This design comes from an exercise in tuning for small area, a short achievable clock period and few clock cycles per item on the open sky130 flow, not from production work. RTL that was checked went through simulation tests only; none was proved equivalent to the original. Only the layout flow was run in runs 1 and 3 to 5; the RTL was not checked for function there.

`flow/design.v`:
```
package dit_fft_8_pkg;
    localparam int W    = 16;    
    localparam int FRAC = 8;     
    localparam int TW   = 181;   
    localparam int IW   = 20;
    typedef logic signed [IW-1:0] work_t;
    typedef logic        [W-1:0]  sample_t;
    typedef enum logic [2:0] {IDLE, LOAD, S1, S2, S3, DONE} state_t;
    typedef enum logic [1:0] {TW_W0, TW_W1, TW_W2, TW_W3} tw_sel_t;
    function automatic logic [2:0] bit_rev(input logic [2:0] i);
        bit_rev = {i[0], i[1], i[2]};
    endfunction
    function automatic work_t sm_to_tc(input sample_t sm);
        work_t mag;
        mag = work_t'({{(IW-W+1){1'b0}}, sm[W-2:0]});
        sm_to_tc = sm[W-1] ? -mag : mag;
    endfunction
    function automatic sample_t tc_to_sm(input work_t v);
        logic [IW-1:0] mag;
        mag = v[IW-1] ? -v : v;
        if (|mag[IW-1:W-1])
            tc_to_sm = {v[IW-1], {(W-1){1'b1}}};
        else
            tc_to_sm = {v[IW-1], mag[W-2:0]};
    endfunction
endpackage
module fft_tw_prod (
    input  logic signed [17:0] b,
    output logic        [19:0] uh,
    output logic        [19:0] vh,
    output logic               c
);
    logic [27:0] t7, t5, t4, t2, t0, s1, k1, s2, k2, u, v;
    logic [8:0]  lo;
    assign t0 = 28'($signed(b));
    assign t2 = t0 << 2;
    assign t4 = t0 << 4;
    assign t5 = t0 << 5;
    assign t7 = t0 << 7;
    assign s1 = t7 ^ t5 ^ t4;
    assign k1 = ((t7 & t5) | (t7 & t4) | (t5 & t4)) << 1;
    assign s2 = s1 ^ k1 ^ t2;
    assign k2 = ((s1 & k1) | (s1 & t2) | (k1 & t2)) << 1;
    assign u  = s2 ^ k2 ^ t0;
    assign v  = ((s2 & k2) | (s2 & t0) | (k2 & t0)) << 1;
    assign lo = {1'b0, u[7:0]} + {1'b0, v[7:0]};
    assign uh = u[27:8];
    assign vh = v[27:8];
    assign c  = lo[8];
endmodule
module fft_tw_sum (
    input  logic [19:0] x,
    input  logic [19:0] y,
    input  logic [19:0] z,
    input  logic [19:0] w,
    input  logic        ca,
    input  logic        cb,
    output logic [19:0] s,
    output logic [19:0] k
);
    logic [19:0] s1, k1;
    assign s1 = x ^ y ^ z;
    assign k1 = {((x[18:0] & y[18:0]) | (x[18:0] & z[18:0]) | (y[18:0] & z[18:0])), ca};
    assign s  = s1 ^ k1 ^ w;
    assign k  = {((s1[18:0] & k1[18:0]) | (s1[18:0] & w[18:0]) | (k1[18:0] & w[18:0])), cb};
endmodule
module dit_fft_8 (
    input  logic         clk,
    input  logic         RST_N,
    input  logic         write,
    input  logic         start,
    input  logic [dit_fft_8_pkg::W-1:0] in0_r, in1_r, in2_r, in3_r, in4_r, in5_r, in6_r, in7_r,
    input  logic [dit_fft_8_pkg::W-1:0] in0_i, in1_i, in2_i, in3_i, in4_i, in5_i, in6_i, in7_i,
    output logic [dit_fft_8_pkg::W-1:0] out0_r, out1_r, out2_r, out3_r, out4_r, out5_r, out6_r, out7_r,
    output logic [dit_fft_8_pkg::W-1:0] out0_i, out1_i, out2_i, out3_i, out4_i, out5_i, out6_i, out7_i,
    output logic         ready
);
    logic                    start_q, launch, busy;
    logic [7:0][15:0]        in_r, in_i, res_r, res_i;
    logic [7:0][15:0]        yp_r, yp_i;      
    logic [7:0]              sg_r, sg_i;      
    logic [7:0]              ng_r, ng_i;      
    logic [7:0][17:0]        b_r, b_i;        
    logic [7:0][17:0]        frm_r, frm_i;    
    logic [7:0][19:0]        x_r, x_i;        
    logic [7:0][19:0]        res_tr, res_ti;  
    assign in_r = {in7_r, in6_r, in5_r, in4_r, in3_r, in2_r, in1_r, in0_r};
    assign in_i = {in7_i, in6_i, in5_i, in4_i, in3_i, in2_i, in1_i, in0_i};
    assign {out7_r, out6_r, out5_r, out4_r, out3_r, out2_r, out1_r, out0_r} = res_r;
    assign {out7_i, out6_i, out5_i, out4_i, out3_i, out2_i, out1_i, out0_i} = res_i;
    assign launch = start & ~start_q;
    always_ff @(posedge clk or posedge RST_N) begin
        if (RST_N) start_q <= 1'b0;
        else       start_q <= start;
    end
    always_comb begin
        for (int n = 0; n < 8; n++) begin
            sg_r[n] = in_r[n][15];
            sg_i[n] = in_i[n][15];
            ng_r[n] = ~in_r[n][15];
            ng_i[n] = ~in_i[n][15];
            yp_r[n] = {in_r[n][15], in_r[n][14:0] ^ {15{in_r[n][15]}}};
            yp_i[n] = {in_i[n][15], in_i[n][14:0] ^ {15{in_i[n][15]}}};
        end
    end
    for (genvar g = 0; g < 2; g++) begin : g_s12
        localparam int NA = g, NB = g + 4, NC = g + 2, ND = g + 6;
        logic signed [17:0] pa_r, pb_r, pc_r, pd_r, pa_i, pb_i, pc_i, pd_i;
        logic signed [17:0] na_r, nb_r, nc_r, nd_r, na_i, nb_i, nc_i, nd_i;
        assign pa_r = $signed(yp_r[NA]);  assign na_r = ~pa_r;
        assign pb_r = $signed(yp_r[NB]);  assign nb_r = ~pb_r;
        assign pc_r = $signed(yp_r[NC]);  assign nc_r = ~pc_r;
        assign pd_r = $signed(yp_r[ND]);  assign nd_r = ~pd_r;
        assign pa_i = $signed(yp_i[NA]);  assign na_i = ~pa_i;
        assign pb_i = $signed(yp_i[NB]);  assign nb_i = ~pb_i;
        assign pc_i = $signed(yp_i[NC]);  assign nc_i = ~pc_i;
        assign pd_i = $signed(yp_i[ND]);  assign nd_i = ~pd_i;
        assign b_r[4*g+0] = pa_r + pb_r + pc_r + pd_r + 18'(sg_r[NA]) + 18'(sg_r[NB]) + 18'(sg_r[NC]) + 18'(sg_r[ND]);
        assign b_i[4*g+0] = pa_i + pb_i + pc_i + pd_i + 18'(sg_i[NA]) + 18'(sg_i[NB]) + 18'(sg_i[NC]) + 18'(sg_i[ND]);
        assign b_r[4*g+2] = pa_r + pb_r + nc_r + nd_r + 18'(sg_r[NA]) + 18'(sg_r[NB]) + 18'(ng_r[NC]) + 18'(ng_r[ND]);
        assign b_i[4*g+2] = pa_i + pb_i + nc_i + nd_i + 18'(sg_i[NA]) + 18'(sg_i[NB]) + 18'(ng_i[NC]) + 18'(ng_i[ND]);
        assign b_r[4*g+1] = pa_r + nb_r + pc_i + nd_i + 18'(sg_r[NA]) + 18'(ng_r[NB]) + 18'(sg_i[NC]) + 18'(ng_i[ND]);
        assign b_i[4*g+1] = pa_i + nb_i + nc_r + pd_r + 18'(sg_i[NA]) + 18'(ng_i[NB]) + 18'(ng_r[NC]) + 18'(sg_r[ND]);
        assign b_r[4*g+3] = pa_r + nb_r + nc_i + pd_i + 18'(sg_r[NA]) + 18'(ng_r[NB]) + 18'(ng_i[NC]) + 18'(sg_i[ND]);
        assign b_i[4*g+3] = pa_i + nb_i + pc_r + nd_r + 18'(sg_i[NA]) + 18'(ng_i[NB]) + 18'(sg_r[NC]) + 18'(ng_r[ND]);
    end
    always_ff @(posedge clk or posedge RST_N) begin
        if (RST_N) begin
            frm_r <= '0;
            frm_i <= '0;
        end else if (write) begin
            frm_r <= b_r;
            frm_i <= b_i;
        end
    end
    logic signed [17:0] f0r, f0i, f2r, f2i, f4r, f4i, f6r, f6i;
    assign f0r = $signed(frm_r[0]);  assign f0i = $signed(frm_i[0]);
    assign f2r = $signed(frm_r[2]);  assign f2i = $signed(frm_i[2]);
    assign f4r = $signed(frm_r[4]);  assign f4i = $signed(frm_i[4]);
    assign f6r = $signed(frm_r[6]);  assign f6i = $signed(frm_i[6]);
    assign x_r[0] = 20'(f0r + f4r);  assign x_i[0] = 20'(f0i + f4i);
    assign x_r[4] = 20'(f0r - f4r);  assign x_i[4] = 20'(f0i - f4i);
    assign x_r[2] = 20'(f2r + f6i);  assign x_i[2] = 20'(f2i - f6r);
    assign x_r[6] = 20'(f2r - f6i);  assign x_i[6] = 20'(f2i + f6r);
    logic [19:0] u5r, v5r, u5i, v5i, u7r, v7r, u7i, v7i;
    logic        c5r, c5i, c7r, c7i;
    fft_tw_prod u_p5r (.b(frm_r[5]), .uh(u5r), .vh(v5r), .c(c5r));
    fft_tw_prod u_p5i (.b(frm_i[5]), .uh(u5i), .vh(v5i), .c(c5i));
    fft_tw_prod u_p7r (.b(frm_r[7]), .uh(u7r), .vh(v7r), .c(c7r));
    fft_tw_prod u_p7i (.b(frm_i[7]), .uh(u7i), .vh(v7i), .c(c7i));
    logic [19:0] s5s, k5s, s5d, k5d, s7s, k7s, s7d, k7d;
    fft_tw_sum u_t5s (.x(u5r), .y(v5r), .z(u5i), .w(v5i), .ca(c5r), .cb(c5i), .s(s5s), .k(k5s));
    fft_tw_sum u_t5d (.x(~u5r), .y(~v5r), .z(u5i), .w(v5i), .ca(~c5r), .cb(c5i), .s(s5d), .k(k5d));
    fft_tw_sum u_t7s (.x(u7r), .y(v7r), .z(u7i), .w(v7i), .ca(c7r), .cb(c7i), .s(s7s), .k(k7s));
    fft_tw_sum u_t7d (.x(~u7r), .y(~v7r), .z(u7i), .w(v7i), .ca(~c7r), .cb(c7i), .s(s7d), .k(k7d));
    logic signed [19:0] f1r, f1i, f3r, f3i;
    assign f1r = 20'($signed(frm_r[1]));  assign f1i = 20'($signed(frm_i[1]));
    assign f3r = 20'($signed(frm_r[3]));  assign f3i = 20'($signed(frm_i[3]));
    assign x_r[1] = f1r + s5s + k5s;
    assign x_r[5] = f1r - s5s - k5s;
    assign x_i[1] = f1i + s5d + k5d + 20'd1;
    assign x_i[5] = f1i - s5d - k5d - 20'd1;
    assign x_r[3] = f3r + s7d + k7d + 20'd1;
    assign x_r[7] = f3r - s7d - k7d - 20'd1;
    assign x_i[3] = f3i - s7s - k7s;
    assign x_i[7] = f3i + s7s + k7s;
    always_ff @(posedge clk) begin
        res_tr <= x_r;
        res_ti <= x_i;
    end
    always_comb begin
        for (int i = 0; i < 8; i++) begin
            res_r[i] = dit_fft_8_pkg::tc_to_sm(res_tr[i]);
            res_i[i] = dit_fft_8_pkg::tc_to_sm(res_ti[i]);
        end
    end
    always_ff @(posedge clk or posedge RST_N) begin
        if (RST_N) begin
            busy  <= 1'b0;
            ready <= 1'b0;
        end else begin
            busy  <= launch;
            if (busy)                  ready <= 1'b1;
            else if (launch || write)  ready <= 1'b0;
        end
    end
endmodule
```
`flow/run.sh`:
```
#!/bin/bash
# synth_recipe.tcl (not shown) runs the flow's synth.tcl, then flattens the netlist and writes it again
# the make line also repeats each setting of config.mk as NAME=value (left out here)
make -C /OpenROAD-flow-scripts/flow DESIGN_CONFIG=/design/flow/config.mk WORK_HOME=/design/flow/orfs CLKGATE_MAP_FILE= SYNTH_SCRIPT=/design/flow/synth_recipe.tcl finish
```
`flow/config.mk`:
```
export PLATFORM = sky130hd
export DESIGN_NAME = dit_fft_8
export DESIGN_NICKNAME = dit_fft_8
export VERILOG_FILES = /design/flow/design.v
export SDC_FILE = /design/flow/constraint.sdc
export NUM_CORES = 4
export LEC_CHECK = 0
export CAP_MARGIN = 20
export CORE_MARGIN = 2
export CORE_UTILIZATION = 40
export SLEW_MARGIN = 20
```
`flow/constraint.sdc`:
```
create_clock -name core_clock -period 11.0 [get_ports {clk}]
set_input_delay 2.2000 -clock core_clock [delete_from_list [all_inputs] [get_ports {clk}]]
set_output_delay 2.2000 -clock core_clock [all_outputs]
set_load 0.01 [all_outputs]
```
==> impl_metrics.tcl, run 1 <==
set metrics [dict create \
    outcome "no timing/DRC/antenna violations" \
    syn_area_per_cell_sq_um 8.933 \
    r2r-start "frm_r[94]" \
    antenna_left 0 \
    synth_area_sq_um 78380 \
    wire_per_inst_um 22.34 \
    cts_max_level 3 \
    finalMaxSlewViolations 0 \
    regArea_sq_um 13450 \
    postCtsHoldBufs 0 \
    die_width_um 446.7 \
    hold_class "flip-flop to flip-flop" \
    maxCapViolCount 0 \
    grt.overflow.total 0 \
    yosysWarnings 1 \
    place_hpwl_mm 230.8 \
    port_buffers 516 \
    clock_latency_ps 730 \
    synth_top_area_share_pct 19.31 \
    track_usage_pct 26.37 \
    period_share_pct 77.09 \
    ys_seq_area_share_pct 17.16 \
    io_pins 517 \
    routed_via_density 5.217 \
    layout.nets 11247 \
    critPathRequiredTime_ps 11650 \
    fp-row-count 162 \
    synthTopCellsByArea "fa_1 (19%), ha_1 (17%), dfrtp_1 (9.3%)" \
    rsz0062_at_grt "false" \
    synth_ff_type "dfxtp_1" \
    timing.fmax_mhz 117.9 \
    synthCells 8774 \
    drt_iter0_drc 3725 \
    worstSetupEndpointType "flip-flop" \
    synth_top_area_cell "fa_1" \
    grt_max_degree 141 \
    hold_viol 0 \
    yosys-top-cells-count "inv_1 (1394), ha_1 (1034), fa_1 (756), nand2_1 (652), xor2_1 (634)" \
    tns_ps 0 \
    critical_path_class "primary input to flip-flop" \
    grt_pass1_wl_mm 394.3 \
    yosysMostFrequentCell "inv_1" \
    cts.repair.resized 0 \
    multi_input_area_sq_um 58910 \
    die_h_um 446.7 \
    grt_pass1_vias 62905 \
    arrival_ps 9130 \
    clock_sinks 599 \
    drcViolationCount 0 \
    syn2layout_area_growth_pct 13.53 \
    cts_buffers 76 \
    cts_tree "built" \
    antenna_found_initial 17 \
    startpoint_type "primary input" \
    drive_above_1_share_pct 3.305 \
    worst_pin_slew_ps 1105 \
    dieArea_sq_um 199500 \
    slew_headroom_pct 26.31 \
    start_util_pct 40.24 \
    synthArstFlopShare_pct 48.58 \
    syn_nets 10824 \
    synth_edf_count 0 \
    clk_pin_slew_ps 60 \
    cp_max_fo 9 \
    cts_buffer_depth 3 \
    finalSetupViolCount 0 \
    globalplace.congestion 0.9893 \
    vias 62025 \
    nFillCells 19001 \
    design.core.area_sq_um 194800 \
    cts_root_buf "clkbuf_16" \
    cp-startpoint "in0_r[15]" \
    skew_ps 46.56 \
    drt_first_pass_iters 6 \
    synth_seq_cells 599 \
    min-delay-start "start_q" \
    period_minus_slack_ps 8480 \
    routed_wl_mm 265.6 \
    ys_types 89 \
    post_cts_buffers 0 \
]
-- state kept, by name, summed over array words and instances, names as in the netlist --
name,cells
res_ti,154
start_q,1
frm_i,144
busy,1
ready,1
frm_r,144
res_tr,154
-- layout make-up --
cell class / count / area share [%]
Multi-Input combinational cell: 6581 / 66.20
Sequential cell: 599 / 15.11
Timing Repair Buffer: 545 / 6.070
Inverter: 1394 / 5.889
Tap cell: 2624 / 3.690
Clock buffer: 110 / 2.546
Clock inverter: 30 / 0.4753
Antenna cell: 6 / 0.01687
-- final timing paths --
check	slack, ps	depth (start not counted)	to
min	420	1	busy
max in group asynchronous	7590	3	frm_i[143]
min reg2reg	420	1	busy
max reg2reg	3750	24	res_tr[118]
max	2520	23	frm_r[71]
min in group asynchronous	2000	2	frm_i[37]
-- critical path: stages --
cell and delay [ps]:
clkdlybuf4s50_1 960, xor2_1 200, ha_1 270, fa_1 450, nor2b_1 160, o21bai_1 180
a21oi_1 100, o21ai_0 250, a21oi_1 110, o21bai_1 210, a221oi_1 130, o41ai_1 730
o311ai_0 410, fa_1 780, ha_1 290, ha_1 320, nor2b_1 150, a311o_1 330
a21boi_1 150, a21o_1 190, a21oi_1 150, xnor3_1 240, a21oi_1 150
-- cell usage in the layout, fill, tap and decap left out, types with 72 or more instances in the layout --
cell / count
inv_1: 1392
ha_1: 1034
fa_1: 756
nand2_1: 652
xor2_1: 634
clkdlybuf4s50_1: 512
xnor2_1: 505
a21oi_1: 454
nor2_1: 425
o21ai_0: 412
dfxtp_1: 308
dfrtp_1: 290
a21o_1: 158
nor3_1: 144
o21bai_1: 106
nand3_1: 97
nor2b_1: 94
o31ai_1: 93
nand2b_1: 86
or3_1: 81
clkbuf_16: 81
mux2_2: 79
a31oi_1: 72
-- kinds of logic (layout without fill, tap and decap cells) --
logic type,count (synthesis),after routing,synth area share (%)
fa+ha+maj,1812,1812,36.10
simple gates,1807,1807,10.81
compound gates,1713,1713,13.88
buf+inv,1594,2079,7.744
xor+xnor,1142,1142,12.81
flops,599,599,17.16
mux,107,107,1.499
other cells,0,6,0
-- routing by layer --
metal	vias to the layer above	track usage, %	part of all wire [%]
li1	29676	-	-
met5	-	0	0.021
met2	1467	43.75	46
met1	30557	35.08	45
met4	8	11.08	4.6
met3	317	2.477	4.2
-- stage by stage --
step / hold slack (ps) / setup WS [ps] / cells / utilization, % / cell area, sq um
2_1_floorplan: 388.7 / 765.9 / 8774 / - / 78380
3_3_place_gp: 406.2 / 1946 / 11741 / 44.26 / 86220
3_5_place_dp: 420.1 / 1872 / 11742 / 44.27 / 86230
4_1_cts: 429.4 / 2677 / 11882 / 45.65 / 88920
5_1_grt: 435.4 / 2109 / 11886 / 45.68 / 88980
6_report: 422.0 / 2520 / 11889 / 45.68 / 88980
==> run 2, diff against run 1 <==
--- a/flow/design.v
+++ b/flow/design.v
@@ -34,3 +34,3 @@
     logic [8:0]  lo;
-    assign t0 = 28'($signed(b));
+    assign t0 = {{10{b[17]}}, b};
     assign t2 = t0 << 2;
@@ -109,10 +109,10 @@
         logic signed [17:0] na_r, nb_r, nc_r, nd_r, na_i, nb_i, nc_i, nd_i;
-        assign pa_r = $signed(yp_r[NA]);  assign na_r = ~pa_r;
-        assign pb_r = $signed(yp_r[NB]);  assign nb_r = ~pb_r;
-        assign pc_r = $signed(yp_r[NC]);  assign nc_r = ~pc_r;
-        assign pd_r = $signed(yp_r[ND]);  assign nd_r = ~pd_r;
-        assign pa_i = $signed(yp_i[NA]);  assign na_i = ~pa_i;
-        assign pb_i = $signed(yp_i[NB]);  assign nb_i = ~pb_i;
-        assign pc_i = $signed(yp_i[NC]);  assign nc_i = ~pc_i;
-        assign pd_i = $signed(yp_i[ND]);  assign nd_i = ~pd_i;
+        assign pa_r = {{2{yp_r[NA][15]}}, yp_r[NA]};  assign na_r = ~pa_r;
+        assign pb_r = {{2{yp_r[NB][15]}}, yp_r[NB]};  assign nb_r = ~pb_r;
+        assign pc_r = {{2{yp_r[NC][15]}}, yp_r[NC]};  assign nc_r = ~pc_r;
+        assign pd_r = {{2{yp_r[ND][15]}}, yp_r[ND]};  assign nd_r = ~pd_r;
+        assign pa_i = {{2{yp_i[NA][15]}}, yp_i[NA]};  assign na_i = ~pa_i;
+        assign pb_i = {{2{yp_i[NB][15]}}, yp_i[NB]};  assign nb_i = ~pb_i;
+        assign pc_i = {{2{yp_i[NC][15]}}, yp_i[NC]};  assign nc_i = ~pc_i;
+        assign pd_i = {{2{yp_i[ND][15]}}, yp_i[ND]};  assign nd_i = ~pd_i;
         assign b_r[4*g+0] = pa_r + pb_r + pc_r + pd_r + 18'(sg_r[NA]) + 18'(sg_r[NB]) + 18'(sg_r[NC]) + 18'(sg_r[ND]);
@@ -136,6 +136,6 @@
     logic signed [17:0] f0r, f0i, f2r, f2i, f4r, f4i, f6r, f6i;
-    assign f0r = $signed(frm_r[0]);  assign f0i = $signed(frm_i[0]);
-    assign f2r = $signed(frm_r[2]);  assign f2i = $signed(frm_i[2]);
-    assign f4r = $signed(frm_r[4]);  assign f4i = $signed(frm_i[4]);
-    assign f6r = $signed(frm_r[6]);  assign f6i = $signed(frm_i[6]);
+    assign f0r = frm_r[0];  assign f0i = frm_i[0];
+    assign f2r = frm_r[2];  assign f2i = frm_i[2];
+    assign f4r = frm_r[4];  assign f4i = frm_i[4];
+    assign f6r = frm_r[6];  assign f6i = frm_i[6];
     assign x_r[0] = 20'(f0r + f4r);  assign x_i[0] = 20'(f0i + f4i);
@@ -156,4 +156,4 @@
     logic signed [19:0] f1r, f1i, f3r, f3i;
-    assign f1r = 20'($signed(frm_r[1]));  assign f1i = 20'($signed(frm_i[1]));
-    assign f3r = 20'($signed(frm_r[3]));  assign f3i = 20'($signed(frm_i[3]));
+    assign f1r = {{2{frm_r[1][17]}}, frm_r[1]};  assign f1i = {{2{frm_i[1][17]}}, frm_i[1]};
+    assign f3r = {{2{frm_r[3][17]}}, frm_r[3]};  assign f3i = {{2{frm_i[3][17]}}, frm_i[3]};
     assign x_r[1] = f1r + s5s + k5s;
==> impl_metrics.tcl, run 2 <==
set metrics [dict create \
    cts_root_buf "clkbuf_16" \
    layout_common_cells "inv_1 (1392), ha_1 (1034), fa_1 (756)" \
    multi_input_area_sq_um 58910 \
    dieArea_sq_um 199500 \
    track_usage_pct 26.37 \
    path_buf_inv 1 \
    synth_ff_type "dfxtp_1" \
    rsz0062_at_grt "false" \
    synthTopCellsByArea "fa_1 (19%), ha_1 (17%), dfrtp_1 (9.3%)" \
    r2r-start "frm_r[94]" \
    grt_pass1_vias 62905 \
    antenna_left 0 \
    globalplace.congestion 0.9893 \
    grt_pass1_wl_mm 394.3 \
    reg_top3 "res_ti: 154 flops, res_tr: 154 flops" \
    period_share_pct 77.09 \
    cts_max_level 3 \
    port_buffers 516 \
    tns_ps 0 \
    critical_path_class "primary input to flip-flop" \
    ys_seq_area_share_pct 17.16 \
    yosysMostFrequentCell "inv_1" \
    cts_buffer_depth 3 \
    clock_sinks 599 \
    slowest_delay_ps 960 \
    maxCapViolCount 0 \
    routed_via_density 5.217 \
    synth_edf_count 0 \
    rrSetupSlack_ps 3750 \
    layout.nets 11247 \
    place_hpwl_mm 230.8 \
    yosysWarnings 1 \
    wire_per_inst_um 22.34 \
    arrival_ps 9130 \
    synth_top_area_cell "fa_1" \
    cp_num_cells 23 \
    clock_latency_ps 730 \
    timing.fmax_mhz 117.9 \
    die_width_um 446.7 \
    cp-startpoint "in0_r[15]" \
    syn_area_per_cell_sq_um 8.933 \
    pre_cts_slack_ps 1872 \
    cts_tree "built" \
    endpoint "frm_r[71]" \
    rr_worst_depth 24 \
    cp_max_fo 9 \
    period_minus_slack_ps 8480 \
    cts.repair.resized 0 \
    drive_above_1_share_pct 3.305 \
    grt_max_degree 141 \
    outcome "no timing/DRC/antenna violations" \
    slew_headroom_pct 26.31 \
    cts_buffers 76 \
    finalSetupViolCount 0 \
    drcViolationCount 0 \
    crit_top_cell "a21oi_1" \
    dpl.cell_count 11742 \
    finalMaxSlewViolations 0 \
    stdcell_count 11889 \
    critPathRequiredTime_ps 11650 \
    grt.overflow.total 0 \
    vias 62025 \
    synth_area_sq_um 78380 \
    fp-row-count 162 \
    clk_pin_slew_ps 60 \
    startpoint_type "primary input" \
    worst_pin_slew_ps 1105 \
    skew_ps 46.56 \
    synthCells 8774 \
    synthArstFlopShare_pct 48.58 \
    worstSetupEndpointType "flip-flop" \
    min_path_cells 1 \
    slowest_stage "clkdlybuf4s50_1" \
    synth_top_area_share_pct 19.31 \
    start_util_pct 40.24 \
    nFillCells 19001 \
    design.core.area_sq_um 194800 \
    path_delay_family "compound AO/OA/AOI/OAI gates" \
    routed_wl_mm 265.6 \
    hold_class "flip-flop to flip-flop" \
    postLayoutCoreUtil_pct 45.68 \
    syn2layout_area_growth_pct 13.53 \
    drt_first_pass_iters 6 \
    antenna_found_initial 17 \
    crit_chain "clkdlybuf4s50_1 -> xor2_1 -> ha_1 -> fa_1 -> nor2b_1 -> o21bai_1 -> a21oi_1 -> o21ai_0 -> a21oi_1 -> o21bai_1 -> a221oi_1 -> o41ai_1 -> o311ai_0 -> fa_1 -> ha_1 -> ha_1 -> nor2b_1 -> a311o_1 -> a21boi_1 -> a21o_1 -> a21oi_1 -> xnor3_1 -> a21oi_1" \
    postCtsHoldBufs 0 \
    yosys-top-cells-count "inv_1 (1394), ha_1 (1034), fa_1 (756), nand2_1 (652), xor2_1 (634)" \
    post_cts_buffers 0 \
    worstReg2RegEnd "res_tr[118]" \
    die_h_um 446.7 \
    io_pins 517 \
    regArea_sq_um 13450 \
    drt_iter0_drc 3725 \
    mostFrequentLayoutCell "inv_1" \
    hold_viol 0 \
    setup_ws_ps 2520 \
    synth_seq_cells 599 \
    syn_nets 10824 \
    ys_types 89 \
]
-- run 2: worst min-delay path by stage --
stage               slack [ps]  startpoint   end
floorplan                  390     start_q  busy
global placement           410     start_q  busy
detailed placement         420     start_q  busy
CTS                        430     start_q  busy
global route               440     start_q  busy
finish                     420     start_q  busy
-- run 2: cell type report --
cell class | instances | share of cell area, %
Clock inverter | 30 | 0.4753
Timing Repair Buffer | 545 | 6.070
Inverter | 1394 | 5.889
Clock buffer | 110 | 2.546
Sequential cell | 599 | 15.11
Tap cell | 2624 | 3.690
Antenna cell | 6 | 0.01687
Multi-Input combinational cell | 6581 | 66.20
-- run 2: per-layer routing --
| metal | GRT usage, % | vias up | part of all wire, % |
|---|---|---|---|
| li1 | - | 29676 | - |
| met1 | 35.08 | 30557 | 45 |
| met2 | 43.75 | 1467 | 46 |
| met3 | 2.477 | 317 | 4.2 |
| met4 | 11.08 | 8 | 4.6 |
| met5 | 0 | - | 0.021 |
-- run 2: cell families (layout without fill, tap and decap cells) --
group | Yosys count | after routing | share of synthesized area [%]
compound gates | 1713 | 1713 | 13.88
xor+xnor | 1142 | 1142 | 12.81
flops | 599 | 599 | 17.16
fa+ha+maj | 1812 | 1812 | 36.10
simple gates | 1807 | 1807 | 10.81
mux | 107 | 107 | 1.499
other cells | 0 | 6 | 0
buf+inv | 1594 | 2079 | 7.744
-- run 2: through the flow --
stage	area [sq um]	hold WS (ps)
4_1_cts	88920	429.4
2_1_floorplan	78380	388.7
5_1_grt	88980	435.4
6_report	88980	422.0
3_3_place_gp	86220	406.2
3_5_place_dp	86230	420.1
-- run 2: worst register-to-register path, cell delays in order (launching register included) --
cell and delay (ps):
dfrtp_1 610, fa_1 510, fa_1 490, inv_1 50, fa_1 520, xnor2_1 250
xor2_1 240, inv_1 80, fa_1 810, inv_1 140, fa_1 550, inv_1 60
ha_1 180, or2_2 310, fa_1 470, a21o_1 200, a21oi_1 210, o21bai_1 100
a21oi_1 260, o21bai_1 150, nand4_1 140, nand4_1 130, a31oi_1 320, o21ai_0 190
xor2_1 160
Testbench counts of run 2, summed over its fixed seeds: cycles 1,920, items 960.
==> run 3, diff against run 2 <==
--- a/flow/design.v
+++ b/flow/design.v
@@ -105,22 +105,39 @@
     end
+    function automatic logic [17:0] add4(input logic [17:0] w1, input logic [17:0] w2,
+                                         input logic [17:0] w3, input logic [17:0] w4,
+                                         input logic e1, input logic e2, input logic e3);
+        logic [17:0] s1, k1, s2, k2;
+        logic [18:0] t;
+        s1 = w1 ^ w2 ^ w3;
+        k1 = {((w1[16:0] & w2[16:0]) | (w1[16:0] & w3[16:0]) | (w2[16:0] & w3[16:0])), e1};
+        s2 = s1 ^ k1 ^ w4;
+        k2 = {((s1[16:0] & k1[16:0]) | (s1[16:0] & w4[16:0]) | (k1[16:0] & w4[16:0])), e2};
+        t  = {s2, 1'b1} + {k2, e3};
+        add4 = t[18:1];
+    endfunction
     for (genvar g = 0; g < 2; g++) begin : g_s12
         localparam int NA = g, NB = g + 4, NC = g + 2, ND = g + 6;
-        logic signed [17:0] pa_r, pb_r, pc_r, pd_r, pa_i, pb_i, pc_i, pd_i;
-        logic signed [17:0] na_r, nb_r, nc_r, nd_r, na_i, nb_i, nc_i, nd_i;
-        assign pa_r = {{2{yp_r[NA][15]}}, yp_r[NA]};  assign na_r = ~pa_r;
+        logic [17:0] pa_r, pb_r, pc_r, pa_i, pb_i, pc_i;
+        logic [17:0] nb_r, nc_r, nb_i, nc_i;
+        logic [17:0] md_r, md_i, gd_r, gd_i, xd_r, xd_i, nd_r, nd_i;
+        assign pa_r = {{2{yp_r[NA][15]}}, yp_r[NA]};
         assign pb_r = {{2{yp_r[NB][15]}}, yp_r[NB]};  assign nb_r = ~pb_r;
         assign pc_r = {{2{yp_r[NC][15]}}, yp_r[NC]};  assign nc_r = ~pc_r;
-        assign pd_r = {{2{yp_r[ND][15]}}, yp_r[ND]};  assign nd_r = ~pd_r;
-        assign pa_i = {{2{yp_i[NA][15]}}, yp_i[NA]};  assign na_i = ~pa_i;
+        assign pa_i = {{2{yp_i[NA][15]}}, yp_i[NA]};
         assign pb_i = {{2{yp_i[NB][15]}}, yp_i[NB]};  assign nb_i = ~pb_i;
         assign pc_i = {{2{yp_i[NC][15]}}, yp_i[NC]};  assign nc_i = ~pc_i;
-        assign pd_i = {{2{yp_i[ND][15]}}, yp_i[ND]};  assign nd_i = ~pd_i;
-        assign b_r[4*g+0] = pa_r + pb_r + pc_r + pd_r + 18'(sg_r[NA]) + 18'(sg_r[NB]) + 18'(sg_r[NC]) + 18'(sg_r[ND]);
-        assign b_i[4*g+0] = pa_i + pb_i + pc_i + pd_i + 18'(sg_i[NA]) + 18'(sg_i[NB]) + 18'(sg_i[NC]) + 18'(sg_i[ND]);
-        assign b_r[4*g+2] = pa_r + pb_r + nc_r + nd_r + 18'(sg_r[NA]) + 18'(sg_r[NB]) + 18'(ng_r[NC]) + 18'(ng_r[ND]);
-        assign b_i[4*g+2] = pa_i + pb_i + nc_i + nd_i + 18'(sg_i[NA]) + 18'(sg_i[NB]) + 18'(ng_i[NC]) + 18'(ng_i[ND]);
-        assign b_r[4*g+1] = pa_r + nb_r + pc_i + nd_i + 18'(sg_r[NA]) + 18'(ng_r[NB]) + 18'(sg_i[NC]) + 18'(ng_i[ND]);
-        assign b_i[4*g+1] = pa_i + nb_i + nc_r + pd_r + 18'(sg_i[NA]) + 18'(ng_i[NB]) + 18'(ng_r[NC]) + 18'(sg_r[ND]);
-        assign b_r[4*g+3] = pa_r + nb_r + nc_i + pd_i + 18'(sg_r[NA]) + 18'(ng_r[NB]) + 18'(ng_i[NC]) + 18'(sg_i[ND]);
-        assign b_i[4*g+3] = pa_i + nb_i + pc_r + nd_r + 18'(sg_i[NA]) + 18'(ng_i[NB]) + 18'(sg_r[NC]) + 18'(ng_r[ND]);
+        assign md_r = {3'b000, in_r[ND][14:0]};
+        assign md_i = {3'b000, in_i[ND][14:0]};
+        assign gd_r = ~md_r + 18'd1;
+        assign gd_i = ~md_i + 18'd1;
+        assign xd_r = sg_r[ND] ? gd_r : md_r;  assign nd_r = sg_r[ND] ? md_r : gd_r;
+        assign xd_i = sg_i[ND] ? gd_i : md_i;  assign nd_i = sg_i[ND] ? md_i : gd_i;
+        assign b_r[4*g+0] = add4(pa_r, pb_r, pc_r, xd_r, sg_r[NA], sg_r[NB], sg_r[NC]);
+        assign b_i[4*g+0] = add4(pa_i, pb_i, pc_i, xd_i, sg_i[NA], sg_i[NB], sg_i[NC]);
+        assign b_r[4*g+2] = add4(pa_r, pb_r, nc_r, nd_r, sg_r[NA], sg_r[NB], ng_r[NC]);
+        assign b_i[4*g+2] = add4(pa_i, pb_i, nc_i, nd_i, sg_i[NA], sg_i[NB], ng_i[NC]);
+        assign b_r[4*g+1] = add4(pa_r, nb_r, pc_i, nd_i, sg_r[NA], ng_r[NB], sg_i[NC]);
+        assign b_i[4*g+1] = add4(pa_i, nb_i, nc_r, xd_r, sg_i[NA], ng_i[NB], ng_r[NC]);
+        assign b_r[4*g+3] = add4(pa_r, nb_r, nc_i, xd_i, sg_r[NA], ng_r[NB], ng_i[NC]);
+        assign b_i[4*g+3] = add4(pa_i, nb_i, pc_r, nd_r, sg_i[NA], ng_i[NB], sg_r[NC]);
     end
==> impl_metrics.tcl, run 3 <==
set metrics [dict create \
    cp-startpoint "in4_r[15]" \
    tns_ps 0 \
    outcome "no timing/DRC/antenna violations" \
    grt_pass1_wl_mm 417.6 \
    fin_area_sq_um 90500 \
    cp_max_fo 15 \
    startpoint_type "primary input" \
    grt.overflow.total 0 \
    multi_input_area_sq_um 59220 \
    maxCapViolCount 0 \
    synthMuxAreaShare_pct 1.899 \
    regArea_sq_um 13450 \
    synth_edf_count 0 \
    yosys-top-cells-count "inv_1 (1668), fa_1 (974), ha_1 (682), nand2_1 (645), xnor2_1 (555)" \
    die_width_um 450.6 \
    placed_cell_area_sq_um 87760 \
    routed_wl_mm 282.4 \
    cts.repair.resized 0 \
    grt_pass1_vias 65167 \
    synth-simple-area-share_pct 11.75 \
    clock_sinks 599 \
    synth_compound_area_share_pct 13.27 \
    clock_latency_ps 750 \
    globalplace.congestion 1.026 \
    critical_path_class "primary input to flip-flop" \
    drcViolationCount 0 \
    syn_nets 10927 \
    finalMaxSlewViolations 0 \
    synth_area_sq_um 79770 \
    yosysMostFrequentCell "inv_1" \
    antenna_found_initial 13 \
    layout_common_cells "inv_1 (1667), fa_1 (974), ha_1 (682)" \
    arrival_ps 8140 \
    yosys.area_share.adder_pct 35.48 \
    drt_first_pass_iters 6 \
    hold_class "flip-flop to flip-flop" \
    synthCells 9011 \
    worstReg2RegEnd "res_tr[114]" \
    finalSetupViolCount 0 \
    start_util_pct 40.32 \
    port_buffers 516 \
    syn2layout_area_growth_pct 13.45 \
    hold_viol 0 \
    track_usage_pct 27.54 \
    synth_seq_cells 599 \
    antenna_left 0 \
    nFillCells 19310 \
    synth_xor_area_share_pct 11.81 \
    post_cts_buffers 0 \
    period_share_pct 68.43 \
    synthTopCellsByArea "fa_1 (24%), ha_1 (11%), dfrtp_1 (9.1%)" \
    worstSetupEndpointType "flip-flop" \
    design.core.area_sq_um 197800 \
    fp-row-count 163 \
    cts_buffers 76 \
    slew_headroom_pct 8.939 \
    synth_top_area_share_pct 24.44 \
    mostFrequentLayoutCell "inv_1" \
    synth_top_family_by_area "adder cells" \
    io_pins 517 \
    drt_iter0_drc 4560 \
    routed_via_density 5.251 \
    r2r-start "frm_r[94]" \
    wire_per_inst_um 23.23 \
    ys_types 87 \
    synthArstFlopShare_pct 48.58 \
    layout.nets 11365 \
    timing.fmax_mhz 132.9 \
    place_hpwl_mm 245.6 \
    dieArea_sq_um 203000 \
    skew_ps 61.14 \
    drive_above_1_share_pct 3.512 \
    endpoint "frm_r[17]" \
    postCtsHoldBufs 0 \
    yosysWarnings 1 \
    die_h_um 450.6 \
    worst_pin_slew_ps 1348 \
    rsz0062_at_grt "false" \
    cts_max_level 3 \
    rrSetupSlack_ps 3840 \
    rr_worst_depth 24 \
    vias 63822 \
    postLayoutCoreUtil_pct 45.75 \
    cts_root_buf "clkbuf_16" \
    syn_area_per_cell_sq_um 8.852 \
    cts_buffer_depth 3 \
    reg_top3 "res_ti: 154 flops, res_tr: 154 flops" \
    synth_ff_type "dfxtp_1" \
    clk_pin_slew_ps 60 \
    critPathRequiredTime_ps 11610 \
    ys_seq_area_share_pct 16.86 \
    period_minus_slack_ps 7527 \
    synth_top_area_cell "fa_1" \
    cts_tree "built" \
    grt_max_degree 150 \
]
[run 3: cell types whose count changed after synthesis, sizes merged, moves of 32 or more]
cell,change
fa,+218
ha,-352
nand2b,+32
xor2,-113
inv,+275
nor2,+61
o21a,+47
o21bai,-51
xnor2,+50
[run 3: worst min-delay path by stage]
stage / startpoint / cells past startpoint / endpoint
floorplan: start_q / 1 / busy
global placement: start_q / 1 / busy
detailed placement: start_q / 1 / busy
CTS: start_q / 1 / busy
global route: start_q / 1 / busy
finish: start_q / 1 / busy
[run 3: layer usage]
layer	vias to the layer above	track usage (%)	wire length, um
met1	31625	37.03	124400
met3	411	3.283	15090
met4	6	10.29	12260
met2	1902	45.38	130600
met5	-	0	41
li1	29878	-	-
[run 3: worst max-delay path, cell delays in order]
cell and delay (ps):
clkdlybuf4s50_1 740, buf_4 400, xor2_1 460, inv_1 180, fa_1 630, inv_1 70
fa_1 510, inv_1 50, ha_1 370, a2111oi_2 480, o21a_1 200, o21ai_0 150
a2111oi_2 460, o31ai_1 200, or4_1 430, a31oi_1 210, xnor2_1 100, mux2_2 270
[run 3: through the flow]
step / std cells / hold slack (ps) / setup slack [ps]
CTS: 12148 / 414.4 / 3567
detailed placement: 12010 / 404.5 / 2821
global route: 12151 / 433.8 / 3182
global placement: 12010 / 399.2 / 2862
floorplan: 9011 / 388.7 / 765.9
finish: 12154 / 410.6 / 3473
[run 3: area by class of cell]
type | instances | share of cell area [%]
clock buffers | 113 | 2.527
well taps | 2640 | 3.650
inverters | 1669 | 6.932
diodes | 5 | 0.01383
repair buffers | 564 | 6.100
multi-input cells | 6539 | 65.44
clock inverters | 25 | 0.4825
flip-flops and latches | 599 | 14.86
[run 3: logic make-up (layout without fill, tap and decap cells)]
group,count (synthesis),count (layout)
AO/OA/AOI/OAI,1666,1666
multiplexers,141,141
flip-flops,599,599
buffers and inverters,1873,2371
XOR/XNOR,1076,1076
AND/OR/NAND/NOR,1973,1973
adder cells (fa/ha/maj),1683,1683
other,0,5
==> run 4, diff against run 3 <==
--- a/flow/config.mk
+++ b/flow/config.mk
@@ -7,2 +7,3 @@
 export LEC_CHECK = 0
+export ABC_AREA = 1
 export CAP_MARGIN = 20
==> impl_metrics.tcl, run 4 <==
set metrics [dict create \
    die_width_um 485.7 \
    period_minus_slack_ps 6171 \
    crit_chain "clkdlybuf4s50_1 -> buf_4 -> inv_1 -> o21ai_0 -> fa_1 -> inv_1 -> ha_1 -> a21oi_1 -> inv_1 -> a21oi_1 -> nand2_1 -> nor2_1 -> o22ai_1" \
    finalMaxSlewViolations 0 \
    ys_types 61 \
    skew_ps 66.57 \
    cts_tree "built" \
    cts_buffer_depth 3 \
    stdcell_count 16620 \
    routed_wl_mm 333.3 \
    io_pins 517 \
    grt_max_degree 180 \
    syn_nets 15062 \
    slowest_delay_ps 880 \
    drt_first_pass_iters 8 \
    crit_top_cell "inv_1" \
    synth_area_sq_um 92800 \
    clock_sinks 599 \
    place_hpwl_mm 290.4 \
    cts_max_level 3 \
    yosys-top-cells-count "nand2_1 (3177), inv_1 (2621), nor2_1 (1018), fa_1 (974), nand3_1 (871)" \
    arrival_ps 6740 \
    post_cts_buffers 0 \
    wire_per_inst_um 20.05 \
    cp_max_fo 35 \
    slowest_stage "o21ai_0" \
    synthArstFlopShare_pct 48.58 \
    maxCapViolCount 0 \
    synthCells 13146 \
    critical_path_class "primary input to flip-flop" \
    syn2layout_area_growth_pct 11.22 \
    startpoint_type "primary input" \
    synth_seq_cells 599 \
    routed_via_density 5.077 \
    mostFrequentLayoutCell "nand2_1" \
    reg_top3 "res_ti: 154 flops, res_tr: 154 flops" \
    ys_seq_area_share_pct 14.49 \
    track_usage_pct 28.00 \
    nFillCells 24028 \
    antenna_left 0 \
    grt_pass1_vias 81994 \
    slew_headroom_pct 22.05 \
    cts_root_buf "clkbuf_16" \
    synth_top_area_share_pct 21.01 \
    dieArea_sq_um 235900 \
    dpl.cell_count 16468 \
    grt.overflow.total 0 \
    vias 84384 \
    antenna_found_initial 26 \
    synth_edf_count 0 \
    port_buffers 516 \
    tns_ps 0 \
    rsz0062_at_grt "false" \
    grt_pass1_wl_mm 503.6 \
    drt_iter0_drc 6502 \
    critPathRequiredTime_ps 11570 \
    hold_class "flip-flop to flip-flop" \
    drcViolationCount 0 \
    cts.repair.resized 0 \
    path_delay_family "compound AO/OA/AOI/OAI gates" \
    synth_ff_type "dfxtp_1" \
    period_share_pct 56.10 \
    synthTopCellsByArea "fa_1 (21%), nand2_1 (13%), inv_1 (11%)" \
    layout_common_cells "nand2_1 (3177), inv_1 (2620), nor2_1 (1018)" \
    outcome "no timing/DRC/antenna violations" \
    synth_top_area_cell "fa_1" \
    start_util_pct 40.29 \
    layout.nets 15438 \
    worst_pin_slew_ps 1161 \
    yosysMostFrequentCell "nand2_1" \
    syn_area_per_cell_sq_um 7.059 \
    finalSetupViolCount 0 \
    clock_latency_ps 760 \
    postCtsHoldBufs 0 \
    design.core.area_sq_um 230300 \
    die_h_um 485.7 \
    worstSetupEndpointType "flip-flop" \
    clk_pin_slew_ps 60 \
    path_buf_inv 5 \
    cts_buffers 78 \
    hold_viol 0 \
    fp-row-count 176 \
    globalplace.congestion 1.071 \
    timing.fmax_mhz 162.1 \
    drive_above_1_share_pct 3.482 \
    yosysWarnings 1 \
]
==> run 4: layout make-up <==
type	instances	area (sq um)	area share (%)
antenna	9	22.52	0.02182
timing repair buffer	547	5400	5.232
clock buffer	100	2138	2.072
sequential	599	13450	13.03
multi-input combinational	9647	67960	65.85
clock inverter	43	495.5	0.4801
inverter	2649	9958	9.649
tap	3026	3786	3.668
==> run 4: routing by layer <==
layer / track usage, % / up-vias / share of wire, %
li1: - / 41284 / -
met1: 38.97 / 39903 / 45
met2: 43.82 / 2731 / 44
met3: 4.689 / 460 / 7.1
met4: 9.653 / 6 / 3.9
met5: 0 / - / 0.014
==> run 4: kinds of logic after synthesis <==
logic type	after synthesis	share of synthesized area, %
AND/OR/NAND/NOR	5860	27.62
buffers and inverters	2900	12.28
adder cells (fa/ha/maj)	1659	30.24
AO/OA/AOI/OAI	1370	8.208
XOR/XNOR	756	7.135
flip-flops	599	14.49
multiplexers	2	0.02427
==> run 4: final timing paths <==
kind / cells past startpoint / startpoint / slack [ps] / end
worst max-delay path: 13 / in7_r[15] / 4830 / frm_i[96]
worst min-delay path: 1 / start_q / 410 / busy
worst max register to register: 17 / frm_i[107] / 5000 / res_tr[118]
worst min register to register: 1 / start_q / 410 / busy
max in group asynchronous: 3 / RST_N / 7490 / start_q
min in group asynchronous: 2 / RST_N / 2110 / frm_r[104]
==> run 4: through the flow <==
stage / cell area [sq um] / hold slack (ps) / util [%] / worst slack, ps
3_3_place_gp: 100600 / 401.2 / 43.65 / 4323
5_1_grt: 103200 / 454.5 / 44.80 / 4617
4_1_cts: 103200 / 417.6 / 44.80 / 5061
2_1_floorplan: 92800 / 387.5 / - / 765.9
6_report: 103200 / 413.8 / 44.81 / 4829
3_5_place_dp: 100600 / 410.2 / 43.65 / 4289
==> run 4: worst reg2reg max path: stages, from the launching register on <==
cell and delay [ps]:
dfrtp_1 1070, inv_1 560, fa_1 650, xor2_1 230, xor2_1 350, fa_1 470, inv_1 120, fa_1 460
fa_1 500, inv_1 70, ha_1 410, nand2_1 140, nor2_1 180, inv_1 80, nor2_1 160, nand4_1 140
nand4_1 130, nand2_1 90
==> run 5, diff against run 4 <==
--- a/flow/config.mk
+++ b/flow/config.mk
@@ -7,3 +7,2 @@
 export LEC_CHECK = 0
-export ABC_AREA = 1
 export CAP_MARGIN = 20
@@ -11,2 +10,3 @@
 export CORE_UTILIZATION = 40
+export SETUP_SLACK_MARGIN = 4.5
 export SLEW_MARGIN = 20
==> impl_metrics.tcl, run 5 <==
set metrics [dict create \
    syn_nets 10927 \
    nFillCells 19063 \
    antenna_found_initial 18 \
    die_width_um 450.6 \
    finalMaxSlewViolations 0 \
    cts_max_level 3 \
    path_delay_family "compound AO/OA/AOI/OAI gates" \
    synth_ff_type "dfxtp_1" \
    layout_common_cells "inv_1 (1660), fa_1 (962), ha_1 (679)" \
    cp-startpoint "in1_i[15]" \
    start_util_pct 40.32 \
    synth_edf_count 0 \
    drcViolationCount 0 \
    reg_top3 "res_ti: 154 flops, res_tr: 154 flops" \
    synthCells 9011 \
    synth_top_area_cell "fa_1" \
    place_hpwl_mm 241.0 \
    yosysWarnings 1 \
    pre_cts_slack_ps 2443 \
    synth_area_sq_um 79770 \
    critical_path_class "primary input to flip-flop" \
    clock_sinks 599 \
    timing.fmax_mhz 156.2 \
    io_pins 517 \
    postLayoutCoreUtil_pct 46.81 \
    grt.overflow.total 0 \
    worstSetupEndpointType "flip-flop" \
    port_buffers 516 \
    die_h_um 450.6 \
    synthArstFlopShare_pct 48.58 \
    critPathRequiredTime_ps 11540 \
    clk_pin_slew_ps 60 \
    routed_wl_mm 278.2 \
    slowest_stage "fa_1" \
    finalSetupViolCount 0 \
    vias 63728 \
    period_minus_slack_ps 6401 \
    yosysMostFrequentCell "inv_1" \
    ys_seq_area_share_pct 16.86 \
    ys_types 87 \
    synthTopCellsByArea "fa_1 (24%), ha_1 (11%), dfrtp_1 (9.1%)" \
    hold_class "flip-flop to flip-flop" \
    path_buf_inv 4 \
    syn2layout_area_growth_pct 16.08 \
    rsz0062_at_grt "true" \
    outcome "no timing/DRC/antenna violations" \
    track_usage_pct 27.00 \
    setup_ws_ps 4599 \
    layout.nets 11425 \
    synth_seq_cells 599 \
    wire_per_inst_um 22.78 \
    grt_pass1_vias 64687 \
    cts_tree "built" \
    skew_ps 43.49 \
    worst_pin_slew_ps 1127 \
    period_share_pct 58.20 \
    antenna_left 0 \
    yosys-top-cells-count "inv_1 (1668), fa_1 (974), ha_1 (682), nand2_1 (645), xnor2_1 (555)" \
    maxCapViolCount 0 \
    r2r-start "frm_i[129]" \
    grt_pass1_wl_mm 410.2 \
    grt_max_degree 176 \
    tns_ps 0 \
    design.core.area_sq_um 197800 \
    synth_top_area_share_pct 24.44 \
    slew_headroom_pct 24.32 \
    globalplace.congestion 1.025 \
    crit_chain "clkdlybuf4s50_1 -> buf_12 -> xnor2_4 -> fa_1 -> inv_1 -> fa_1 -> inv_1 -> ha_1 -> a2111oi_4 -> o21a_1 -> o21ai_0 -> a21oi_2 -> a21oi_2 -> a211o_1 -> a21oi_1 -> xor2_2 -> mux2i_1" \
    arrival_ps 6950 \
    fp-row-count 163 \
    postCtsHoldBufs 0 \
    dieArea_sq_um 203000 \
    cp_max_fo 16 \
    hold_viol 0 \
    min-delay-start "start_q" \
    drt_iter0_drc 4521 \
    routed_via_density 5.217 \
    clock_latency_ps 710 \
    slowest_delay_ps 580 \
    syn_area_per_cell_sq_um 8.852 \
    startpoint_type "primary input" \
    mostFrequentLayoutCell "inv_1" \
    cts_buffer_depth 3 \
    drive_above_1_share_pct 6.520 \
    cts_buffers 76 \
    drt_first_pass_iters 7 \
    cts_root_buf "clkbuf_16" \
]
==> run 5: cell types whose count changed after synthesis, moves of 102 or more <==
cell      before   now
nand2_1     3177   645
inv_1       2621  1668
nand3_1      871    96
nor2_1      1018   483
nand4_1      254    22
xnor2_1      343   555
a21oi_1      551   427
a21o_1        30   151
nand2b_1       0   119
xor2_1       413   521
nor2b_1       13   115
==> run 5: final timing paths <==
| kind | to | slack, ps | cells after the start |
|---|---|---|---|
| max | frm_i[87] | 4600 | 17 |
| min | busy | 410 | 1 |
| max reg2reg | res_ti[156] | 4730 | 19 |
| min reg2reg | busy | 410 | 1 |
| max in group asynchronous | frm_r[130] | 7590 | 3 |
| min in group asynchronous | frm_i[28] | 1990 | 2 |
==> run 5: kinds of logic after synthesis <==
family,after synthesis,synth area share [%]
AOI/OAI and AO/OA,1666,13.27
DFF,599,16.86
buffers and inverters,1873,8.930
adders and majority gates,1683,35.48
and+or+nand+nor,1973,11.75
xor gates and xnor gates,1076,11.81
muxes,141,1.899
==> run 5: what timing repair did <==
action	in CTS	in global routing
endpoints found under the setup margin	237	220
pin swaps	8	50
gates cloned	1	0
gates resized for setup	132	179
endpoints found under the hold margin	0	0
buffers inserted	7	52
==> run 5: final cells by class <==
class	count	area, sq um	area share (%)
Antenna cell	5	12.51	0.01351
Clock buffer	102	2152	2.324
Clock inverter	38	462.9	0.5000
Inverter	1669	6284	6.786
Multi-Input combinational cell	6539	60730	65.59
Sequential cell	599	13460	14.54
Tap cell	2640	3303	3.567
Timing Repair Buffer	624	6188	6.683
==> run 5: per-stage QoR <==
stage          hold slack [ps]  cells  cell area [sq um]
3_3_place_gp             400.9  12011              87890
4_1_cts                  411.8  12159              91240
2_1_floorplan            388.7   9011              79950
5_1_grt                  434.0  12215              92600
6_report                 408.2  12216              92600
3_5_place_dp             405.1  12011              87900
==> run 5: metal layers <==
metal	part of all wire [%]	global-route usage, %
met5	0.014	0
met4	3.9	9.344
met1	44	35.88
met2	47	45.33
met3	5.2	3.245
==> run 6, diff against run 5 <==
--- a/flow/design.v
+++ b/flow/design.v
@@ -187,6 +187,15 @@
     end
+    function automatic logic [15:0] sm_out(input logic [19:0] v);
+        logic        s, sat;
+        logic [14:0] orp;
+        s      = v[19];
+        orp[0] = 1'b0;
+        for (int i = 1; i < 15; i++) orp[i] = orp[i-1] | v[i-1];
+        sat    = (v[19:15] != {5{s}}) | (s & ~(orp[14] | v[14]));
+        sm_out = {s, (v[14:0] ^ ({15{s}} & orp)) | {15{sat}}};
+    endfunction
     always_comb begin
         for (int i = 0; i < 8; i++) begin
-            res_r[i] = dit_fft_8_pkg::tc_to_sm(res_tr[i]);
-            res_i[i] = dit_fft_8_pkg::tc_to_sm(res_ti[i]);
+            res_r[i] = sm_out(res_tr[i]);
+            res_i[i] = sm_out(res_ti[i]);
         end
--- a/flow/config.mk
+++ b/flow/config.mk
@@ -9,4 +9,5 @@
 export CORE_MARGIN = 2
-export CORE_UTILIZATION = 40
-export SETUP_SLACK_MARGIN = 4.5
+export CORE_UTILIZATION = 60
+export PLACE_DENSITY = 0.7
+export SETUP_SLACK_MARGIN = 5
 export SLEW_MARGIN = 20
==> impl_metrics.tcl, run 6 <==
set metrics [dict create \
    outcome "no timing/DRC/antenna violations" \
    cp_num_cells 11 \
    grt_max_degree 164 \
    die_width_um 365.2 \
    clock_latency_ps 700 \
    rr_worst_depth 24 \
    synth_top_area_cell "fa_1" \
    dieArea_sq_um 133400 \
    die_h_um 365.2 \
    worst_pin_slew_ps 1087 \
    synth_edf_count 0 \
    slowest_stage "or4_4" \
    layout.nets 11495 \
    grtUsageMet3_pct 10.05 \
    cts_root_buf "clkbuf_16" \
    drt_first_pass_iters 9 \
    layout_common_cells "inv_1 (1575), fa_1 (928), ha_1 (628)" \
    placed_cell_area_sq_um 85750 \
    worstSetupEndpointType "primary output" \
    grt_pass1_vias 65752 \
    tns_ps 0 \
    crit_top_cell "or3_4" \
    rsz0062_at_grt "true" \
    met2_usage_pct 63.03 \
    postCtsHoldBufs 0 \
    synthCells 8775 \
    wire_per_inst_um 24.34 \
    globalplace.congestion 1.047 \
    dpl.cell_count 10872 \
    reg_top3 "res_ti: 154 flops, res_tr: 154 flops" \
    cts_buffers 71 \
    finalMaxSlewViolations 0 \
    cts_buffer_depth 3 \
    skew_ps 38.38 \
    syn_area_per_cell_sq_um 8.923 \
    synth_seq_cells 599 \
    start_util_pct 60.47 \
    yosys-top-cells-count "inv_1 (1595), fa_1 (974), ha_1 (666), nand2_1 (652), xnor2_1 (558)" \
    antenna_found_initial 14 \
    synth_ff_type "dfxtp_1" \
    slowest_delay_ps 530 \
    timing.fmax_mhz 158.0 \
    critPathRequiredTime_ps 8800 \
    grt_pass1_wl_mm 396.2 \
    synthArstFlopShare_pct 48.58 \
    synth_top_area_share_pct 24.90 \
    path_buf_inv 3 \
    routed_wl_mm 277.6 \
    regArea_sq_um 13540 \
    design.core.area_sq_um 129500 \
    pre_cts_slack_ps 3702 \
    min_path_cells 1 \
    maxCapViolCount 0 \
    place_hpwl_mm 219.8 \
    fp-row-count 132 \
    antenna_left 0 \
    slew_headroom_pct 27.04 \
    drcViolationCount 0 \
    arrival_ps 4130 \
    clk_pin_slew_ps 60 \
    setup_ws_ps 4672 \
    grt.overflow.total 0 \
    crit_chain "or4_4 -> or3_4 -> or4_4 -> or3_4 -> or3_4 -> o31ai_4 -> buf_6 -> nand2_8 -> buf_6 -> nand2b_1 -> buf_2" \
    synth_area_sq_um 78300 \
    period_share_pct 57.52 \
    clock_sinks 599 \
    synthTopCellsByArea "fa_1 (25%), ha_1 (11%), dfrtp_1 (9.3%)" \
    finalSetupViolCount 0 \
    fin_area_sq_um 95440 \
    cp_max_fo 5 \
    stdcell_count 11406 \
    syn2layout_area_growth_pct 21.90 \
    cts_tree "built" \
    vias 66374 \
    yosysMostFrequentCell "inv_1" \
    drt_iter0_drc 5654 \
    multi_input_area_sq_um 62690 \
    syn_nets 10675 \
    fin_hold_ws_ps 419.5 \
    hold_viol 0 \
    routed_via_density 5.819 \
    yosysWarnings 1 \
    mostFrequentLayoutCell "inv_1" \
    grt_most_used_layer "met2" \
    critical_path_class "flip-flop to primary output" \
    use_met1_pct 50.64 \
    drive_above_1_share_pct 16.54 \
    track_usage_pct 40.08 \
    ys_seq_area_share_pct 17.18 \
    ys_types 73 \
    hold_class "flip-flop to flip-flop" \
    path_delay_family "simple AND/OR/NAND/NOR gates" \
    nFillCells 9405 \
    period_minus_slack_ps 6328 \
    cts_max_level 3 \
    startpoint_type "flip-flop" \
    io_pins 517 \
    port_buffers 516 \
]
[run 6: cell types whose count changed in the layout (fill, tap and decap cells not counted), sizes merged, moves of 31 or more]
cell,change
clkbuf,+66
nand2b,+39
nor4,-36
nand2,+31
a21o,-55
o21ai,+62
buf,+409
inv,-74
dlygate4sd2,+61
clkdlybuf4s50,-277
[run 6: logic make-up after synthesis]
logic type / after synthesis / share of synthesized area, %
AO/OA/AOI/OAI: 1554 / 12.32
XOR/XNOR: 1075 / 12.03
adder cells (fa/ha/maj): 1660 / 35.80
buffers and inverters: 1790 / 8.775
flip-flops: 599 / 17.18
multiplexers: 130 / 1.804
AND/OR/NAND/NOR: 1967 / 12.10
[run 6: timing repair]
action,4_1_cts,5_1_grt
buffers inserted,178,194
pin swaps,117,247
gates cloned,14,6
resized for setup,1010,839
setup endpoints to repair,405,358
[run 6: area by class of cell]
type / count / area share [%]
Clock inverter: 34 / 0.3933
Multi-Input combinational cell: 6402 / 65.68
Inverter: 1596 / 6.314
Tap cell: 1742 / 2.284
Timing Repair Buffer: 925 / 8.933
Sequential cell: 599 / 14.19
Antenna cell: 11 / 0.02884
Clock buffer: 97 / 2.179
[run 6: path summary, 6_finish.rpt]
check / startpoint / to / slack [ps]
max: res_tr[81] / out4_r[0] / 4670
min: start_q / busy / 420
max reg2reg: frm_r[94] / res_tr[118] / 4710
min reg2reg: start_q / busy / 420
max in group asynchronous: RST_N / frm_r[124] / 6990
min in group asynchronous: RST_N / frm_r[5] / 1810
[run 6: layer usage]
metal	routed length, um	vias up	part of all wire, %
met5	34	-	0.012
met1	108000	32943	39
met2	124600	3009	45
met4	19930	6	7.2
li1	-	29641	-
met3	25110	775	9.0
[run 6: stage by stage]
stage,utilization [%]
3_3_place_gp,66.23
6_report,73.71
4_1_cts,70.64
2_1_floorplan,-
5_1_grt,73.70
3_5_place_dp,66.23
[run 6: worst register-to-register path, delay by kind of cell, from the launching register on]
kind,cells,cell delay (ps)
adder cells (fa/ha/maj),7,3230
AO/OA/AOI/OAI,7,1190
AND/OR/NAND/NOR,4,810
flip-flops,1,450
XOR/XNOR,2,310
buffers and inverters,4,250
Testbench counts of run 6, summed over its fixed seeds: cycles 1,920, items 960.
==> run 7, diff against run 6 <==
--- a/flow/config.mk
+++ b/flow/config.mk
@@ -9,4 +9,3 @@
 export CORE_MARGIN = 2
-export CORE_UTILIZATION = 60
-export PLACE_DENSITY = 0.7
+export CORE_UTILIZATION = 40
 export SETUP_SLACK_MARGIN = 5
==> impl_metrics.tcl, run 7 <==
set metrics [dict create \
    outcome "no timing/DRC/antenna violations" \
    die_width_um 446.4 \
    path_delay_family "simple AND/OR/NAND/NOR gates" \
    yosys-top-cells-count "inv_1 (1595), fa_1 (974), ha_1 (666), nand2_1 (652), xnor2_1 (558)" \
    fp-row-count 162 \
    reg_top3 "res_ti: 154 flops, res_tr: 154 flops" \
    slew_headroom_pct 28.24 \
    grt_pass1_vias 63858 \
    mostFrequentLayoutCell "inv_1" \
    yosysMostFrequentCell "inv_1" \
    slowest_stage "or4_4" \
    period_minus_slack_ps 6252 \
    skew_ps 63.36 \
    synth_area_sq_um 78300 \
    synth_seq_cells 599 \
    grt_most_used_layer "met2" \
    synth_top_area_share_pct 24.90 \
    port_buffers 516 \
    place_hpwl_mm 241.8 \
    slowest_delay_ps 540 \
    layout.nets 11478 \
    design.core.area_sq_um 194800 \
    clock_sinks 599 \
    crit_top_cell "or3_4" \
    start_util_pct 40.20 \
    drt_iter0_drc 4289 \
    rsz0062_at_grt "true" \
    routed_via_density 5.163 \
    grt_max_degree 170 \
    synthCells 8775 \
    vias 63382 \
    placed_cell_area_sq_um 86980 \
    cts_max_level 3 \
    yosysWarnings 1 \
    finalMaxSlewViolations 0 \
    drive_above_1_share_pct 16.61 \
    cts_buffers 79 \
    cts_buffer_depth 3 \
    synthArstFlopShare_pct 48.58 \
    syn_area_per_cell_sq_um 8.923 \
    grt_pass1_wl_mm 417.4 \
    cp_max_fo 5 \
    critical_path_class "flip-flop to primary output" \
    drt_first_pass_iters 6 \
    met2_usage_pct 46.35 \
    cts_tree "built" \
    globalplace.congestion 0.9917 \
    tns_ps 0 \
    fin_area_sq_um 97220 \
    io_pins 517 \
    syn_nets 10675 \
    clock_latency_ps 740 \
    antenna_left 0 \
    arrival_ps 4050 \
    drcViolationCount 0 \
    maxCapViolCount 0 \
    startpoint_type "flip-flop" \
    path_buf_inv 3 \
    timing.fmax_mhz 160.0 \
    synth_top_area_cell "fa_1" \
    grtUsageMet3_pct 3.207 \
    syn2layout_area_growth_pct 24.17 \
    crit_chain "or4_4 -> or3_4 -> or4_4 -> or3_4 -> or3_4 -> o31ai_4 -> buf_12 -> nand2_8 -> buf_8 -> nand2_8 -> buf_6" \
    dieArea_sq_um 199300 \
    ys_seq_area_share_pct 17.18 \
    routed_wl_mm 287.6 \
    hold_class "flip-flop to flip-flop" \
    track_usage_pct 28.47 \
    worstSetupEndpointType "primary output" \
    critPathRequiredTime_ps 8800 \
    hold_viol 0 \
    synthTopCellsByArea "fa_1 (25%), ha_1 (11%), dfrtp_1 (9.3%)" \
    period_share_pct 56.84 \
    synth_ff_type "dfxtp_1" \
    antenna_found_initial 16 \
    nFillCells 18219 \
    finalSetupViolCount 0 \
    die_h_um 446.4 \
    cts_root_buf "clkbuf_16" \
    grt.overflow.total 0 \
    worst_pin_slew_ps 1073 \
    layout_common_cells "inv_1 (1567), fa_1 (929), ha_1 (635)" \
    postCtsHoldBufs 0 \
    ys_types 73 \
    synth_edf_count 0 \
    use_met1_pct 37.56 \
    clk_pin_slew_ps 60 \
    wire_per_inst_um 23.42 \
]
run 7: worst register-to-register path, cell delays in order (launching register included):
cell       delay [ps]
dfrtp_2           520
fa_2              580
fa_1              440
fa_2              570
ha_4              210
a21oi_4           260
fa_2              550
buf_6             150
buf_6             100
buf_6             110
buf_6             120
ha_4              250
inv_2              40
ha_4              160
fa_2              350
a21o_1            190
a21oi_4           160
nand2b_4          150
a21o_1            180
a21oi_4           100
a2111oi_4         330
o21bai_1          100
a21oi_1           180
xnor2_1           140
run 7: timing repair:
| item | in CTS | in global routing |
|---|---|---|
| endpoints found under the setup margin | 407 | 356 |
| resized for setup | 1251 | 690 |
| buffers inserted | 180 | 158 |
| pin swaps | 194 | 246 |
| gates cloned | 16 | 1 |
run 7: kinds of logic (layout without fill, tap and decap cells):
group,count (synthesis),in the layout,share of synthesized area [%]
adder cells (fa/ha/maj),1660,1660,35.80
flip-flops,599,599,17.18
buffers and inverters,1790,2641,8.775
other,0,12,0
AO/OA/AOI/OAI,1554,1562,12.32
multiplexers,130,130,1.804
XOR/XNOR,1075,1075,12.03
AND/OR/NAND/NOR,1967,1974,12.10
run 7: final timing paths:
kind	from	to	slack, ps	depth (start not counted)
hold reg to reg	start_q	busy	410	1
setup reg to reg	frm_r[129]	res_tr[158]	4930	23
min in group asynchronous	RST_N	frm_i[5]	1940	2
setup / recovery	res_tr[43]	out2_r[8]	4750	11
max in group asynchronous	RST_N	frm_r[101]	7010	4
hold / removal	start_q	busy	410	1
run 7: stage by stage:
stage	cells	hold WS (ps)	worst slack, ps	utilization [%]
2_1_floorplan	8775	388.7	4939	-
3_3_place_gp	11766	401.2	3591	44.65
3_5_place_dp	11766	407.3	3626	44.65
4_1_cts	12106	416.3	4487	48.02
5_1_grt	12268	449.4	4684	49.90
6_report	12277	414.9	4748	49.91
run 7: final cells by class:
cell class	count	area, sq um	share of cell area [%]
diodes	12	30.03	0.03089
well taps	2624	3283	3.377
repair buffers	901	8533	8.777
flip-flops and latches	599	13530	13.92
clock buffers	99	2205	2.268
multi-input cells	6401	63110	64.91
inverters	1596	6016	6.188
clock inverters	45	514.2	0.5289
run 7: per-layer routing:
metal,vias up,share of wire [%],routed length (um)
met5,-,0.020,57
met4,8,5.9,16840
met3,413,4.8,13660
met2,1771,46,132800
met1,31565,43,124200
li1,29625,-,-

## static timing again, ports no longer ideal
The results above use ideal ports. As a check the final layouts listed here were re-extracted and re-timed, cells and wires unchanged.
Step 1 (the two cells are an assumption about what drives the block):
set clk [get_ports {clk}]
set_driving_cell -lib_cell sky130_fd_sc_hd__clkbuf_16 $clk
set_driving_cell -lib_cell sky130_fd_sc_hd__buf_2 [delete_from_list [all_inputs] $clk]
Step 2 times the ports against the registers' clock, not the clock port: input delays grow and output delays shrink by t, the midpoint of the rising clock arrivals with the driver on.
a / b / c = ideal ports / drivers / drivers and shift; a / b = the first two.
run	shift t [ns]	setup WS [ns]	worst register clock-pin slew, ns
run 1	0.788	2.520 / 2.572 / 1.784	0.06 / 0.06
run 2	0.788	2.520 / 2.572 / 1.784	0.06 / 0.06
run 3	0.810	3.473 / 3.476 / 2.665	0.07 / 0.07
run 4	0.827	4.829 / 4.907 / 4.080	0.07 / 0.07
run 5	0.782	4.599 / 4.560 / 3.884	0.07 / 0.07
run 6	0.770	4.672 / 4.589 / 4.321	0.07 / 0.07
run 7	0.798	4.748 / 4.655 / 4.295	0.08 / 0.08
After both steps every run listed still meets setup and hold. For run 3, which loses most, drivers alone change the setup slack by +0.003 ns; drivers and shift together by -0.808 ns.
